Source: an optimization exercise on an open RTL-to-GDS flow (aim: a short achievable clock period and few clock cycles). Production flows keep margins and buffers that such runs may drop.
In this exercise RTL edits were held to simulation tests only and were not proved equivalent to the original.
Power and IR drop assume default switching activity.

==> flow/design.v (excerpt) <==
module icache_top
(
   input  wire logic        clk_i,
   input  wire logic        rst_n_i,
   input  wire logic        fetch_req_i,
   input  wire logic [31:0] fetch_addr_i,
   output logic             fetch_gnt_o,
   output logic             fetch_rvalid_o,
   output logic [31:0]      fetch_rdata_o,
   output logic             refill_req_o,
   input  wire logic        refill_gnt_i,
   output logic [31:0]      refill_addr_o,
   input  wire logic        refill_r_valid_i,
   input  wire logic [31:0] refill_r_data_i,
   input  wire logic        flush_icache_i,
   output logic             cache_is_flushed_o
);
   localparam int NW  = 2;             
   localparam int NS  = 16;            
   localparam int NL  = NW * NS;       
   localparam int TW  = 26;            
   localparam int N   = 256;           
   localparam int R   = 64;            
   localparam int D   = 64;            
   logic [TW-1:0]  tag_q   [NW][NS];
   logic [NW-1:0]  valid_q [NS];
   logic [NS-1:0]  victim_q;
   logic [31:0]    data_q  [NL];        
   logic           nogo_q;              
   logic           acc;
   logic [TW-1:0]  a_tag;
   logic [NS-1:0]  a_sel;
   assign fetch_gnt_o = ~(nogo_q | flush_icache_i);
   assign acc         = fetch_req_i & fetch_gnt_o;
   assign a_tag       = fetch_addr_i[31:6];
   always_comb
      for (int s = 0; s < NS; s++)
         a_sel[s] = (fetch_addr_i[5:2] == 4'(s));
   logic           l_valid_q;
   logic [29:0]    l_addr_q;            
   logic [NS-1:0]  l_sel_q;             
   logic [NW-1:0]  l_mraw_q;            
   logic [NW-1:0]  l_vraw_q;            
   logic           l_vict_raw_q;        
   logic           l_same_q;            
   logic           l_pway_q;            
   logic           l_eqp_q;             
   logic [TW-1:0]  l_tag;
   logic [NW-1:0]  match;
   logic           hit;
   logic           vict;
   logic           miss;
   logic [NW-1:0]  fill_w;
   assign l_tag = l_addr_q[29:4];
   always_comb
   begin
      for (int w = 0; w < NW; w++)
         match[w] = (l_same_q && (l_pway_q == w[0])) ? l_eqp_q
                                                     : (l_vraw_q[w] & l_mraw_q[w]);
      hit  = |match;
  ...
Size: ~34000 cells after synthesis, roughly 8100 flip-flops, roughly 140 I/O pins, ~310000 um^2 of cells after synthesis.
==> flow/config.mk <==
export PLATFORM = sky130hd
export DESIGN_NAME = icache_top
export DESIGN_NICKNAME = icache_top
export VERILOG_FILES = /design/flow/design.v
export SDC_FILE = /design/flow/constraint.sdc
export NUM_CORES = 4
export LEC_CHECK = 0
export CAP_MARGIN = 20
export CORE_MARGIN = 2
export CORE_UTILIZATION = 45
export CTS_CLUSTER_DIAMETER = 100
export CTS_CLUSTER_SIZE = 20
export SETUP_SLACK_MARGIN = 3.2
export SLEW_MARGIN = 20
export TNS_END_PERCENT = 100
==> flow/constraint.sdc <==
create_clock -name core_clock -period 6.0 [get_ports {clk_i}]
set_input_delay 1.2000 -clock core_clock [delete_from_list [all_inputs] [get_ports {clk_i}]]
set_output_delay 1.2000 -clock core_clock [all_outputs]
set_load 0.01 [all_outputs]
standard.sh (not shown) runs the stock make flow with config.mk's settings and CLKGATE_MAP_FILE= SYNTH_SCRIPT=/design/flow/synth_recipe.tcl, a recipe that flattens the netlist after the stock synthesis.
==> flow/flow/run.sh <==
#!/bin/bash
# The standard layout, with every port buffered by a plain buf_4 rather
# than the delay cell buffer_ports picks on its own.
set -euo pipefail
export BUFFER_PORTS_ARGS="-buffer_cell sky130_fd_sc_hd__buf_4"
bash standard.sh finish > standard_flow.log 2>&1
Testbench counts at the start, summed over its fixed seeds: cycles 32,745.
Change:
--- a/flow/design.v
+++ b/flow/design.v
@@ -143,19 +143,19 @@
    logic           p_v_q;               
    logic [29:0]    p_addr_q;
    logic [5:0]     rq_head;
    logic [N:0]     rq_lvl;
    logic           rq_ne;
    logic           rq_push;
    logic           rq_pop;
    logic           hd_v_q;
    logic           hd_hit_q;
-   logic [31:0]    hd_word_q;           
+   logic [NL-1:0]  hd_sel_q;            
    logic [NL-1:0]  hd_wsel_q;           
    logic [31:0]    hd_word;
    logic           pop;
    logic           hd_load;
    logic           from_w;
    logic           mq_pop;
    logic           out_v_q;
    logic [31:0]    out_d_q;
    assign rq_ne   = !rq_lvl[0];
@@ -207,34 +207,23 @@
       .push_data_i ( rf_d_q   ),
       .pop_i       ( mq_pop   ),
       .head_o      ( dq_head  ),
       .head_next_o (          ),
       .level_o     ( dq_lvl   )
    );
    assign dq_ne  = !dq_lvl[0];
    assign pop    = hd_v_q & (hd_hit_q | dq_ne);
    assign mq_pop = pop & ~hd_hit_q;
-   logic [4:0]     nx_line;
-   logic [NL-1:0]  nx_sel;
-   logic           nx_byp;
    always_comb
    begin
-      nx_line = rq_ne ? rq_head[4:0] : w_line_q;
-      nx_byp  = 1'b0;
       hd_word = '0;
       for (int i = 0; i < NL; i++)
-      begin
-         nx_sel[i] = (nx_line == 5'(i));
-         nx_byp    = nx_byp | (nx_sel[i] & hd_wsel_q[i]);
-         hd_word   = hd_word | ({32{nx_sel[i]}} & data_q[i]);
-      end
-      if (nx_byp && hd_v_q && dq_ne)
-         hd_word = dq_head;
+         hd_word = hd_word | ({32{hd_sel_q[i]}} & data_q[i]);
    end
    assign fetch_rvalid_o = out_v_q;
    assign fetch_rdata_o  = out_d_q;
    logic           fl_done_q;
    logic           fl_now;
    assign fl_now             = flush_icache_i & ~fl_done_q;
    assign cache_is_flushed_o = fl_done_q;
    always_ff @(posedge clk_i)
    begin
@@ -313,22 +302,24 @@
          for (int w = 0; w < NW; w++)
             if (fill_w[w] && l_sel_q[s])
                tag_q[w][s] <= l_tag;
       w_hit_q  <= hit;
       w_line_q <= {hit ? match[1] : vict, l_addr_q[3:0]};
       p_addr_q <= l_addr_q;
       if (hd_load)
       begin
          hd_hit_q <= rq_ne ? rq_head[5] : w_hit_q;
-         hd_word_q <= hd_word;
          for (int i = 0; i < NL; i++)
-            hd_wsel_q[i] <= nx_sel[i] && !(rq_ne ? rq_head[5] : w_hit_q);
+            hd_wsel_q[i] <= ((rq_ne ? rq_head[4:0] : w_line_q) == 5'(i)) &&
+                            !(rq_ne ? rq_head[5] : w_hit_q);
       end
-      out_d_q <= hd_hit_q ? hd_word_q : dq_head;
+      for (int i = 0; i < NL; i++)
+         hd_sel_q[i] <= ((rq_ne ? rq_head[4:0] : w_line_q) == 5'(i));
+      out_d_q <= hd_hit_q ? hd_word : dq_head;
       for (int i = 0; i < NL; i++)
          if (hd_v_q && dq_ne && hd_wsel_q[i])
             data_q[i] <= dq_head;
       rf_d_q <= refill_r_data_i;
       raddr_q <= aq_ne_next ? aq_next : '0;
    end
 endmodule
 `default_nettype wire
=> First-iteration DRC count fell by about 10%; register-to-register slack improved by 540 ps; power fell by about 1.2%; routed wire length decreases by 6.4%; utilization shrinks by 0.53 points; maximum frequency came out higher by about 13%; worst setup slack improved by 380 ps.
Testbench counts after the change, summed over its fixed seeds: cycles 32,745.

[port drivers added, routing unchanged]
Ports are ideal in the flow. The routed layouts listed here were re-timed in OpenROAD.
Step 1, drivers: a clkbuf_16 drives clk_i and a buf_2 each remaining input, both assumed.
Step 2 moves the port delays by t, midway between the first and last clock arrival at a register: inputs arrive t later, outputs are due t later. That takes back most of the time a late clock gives input paths.
Slacks: ideal ports / drivers / drivers and shift; pairs: ideal ports / drivers.
run	shift t [ns]	slack for setup (ns)	worst setup path at the end	slew at the worst register clock pin (ns)	cell pins on the clock port's net
the first run	1.228	2.638 / 2.638 / 2.163	input to register	0.09 / 0.09	1
the second run	1.214	3.022 / 2.889 / 2.147	input to register	0.09 / 0.09	1
After both steps setup and hold are still met in every run listed. For the second run, which loses most, drivers alone change the setup slack by -0.133 ns; drivers and shift together by -0.875 ns.
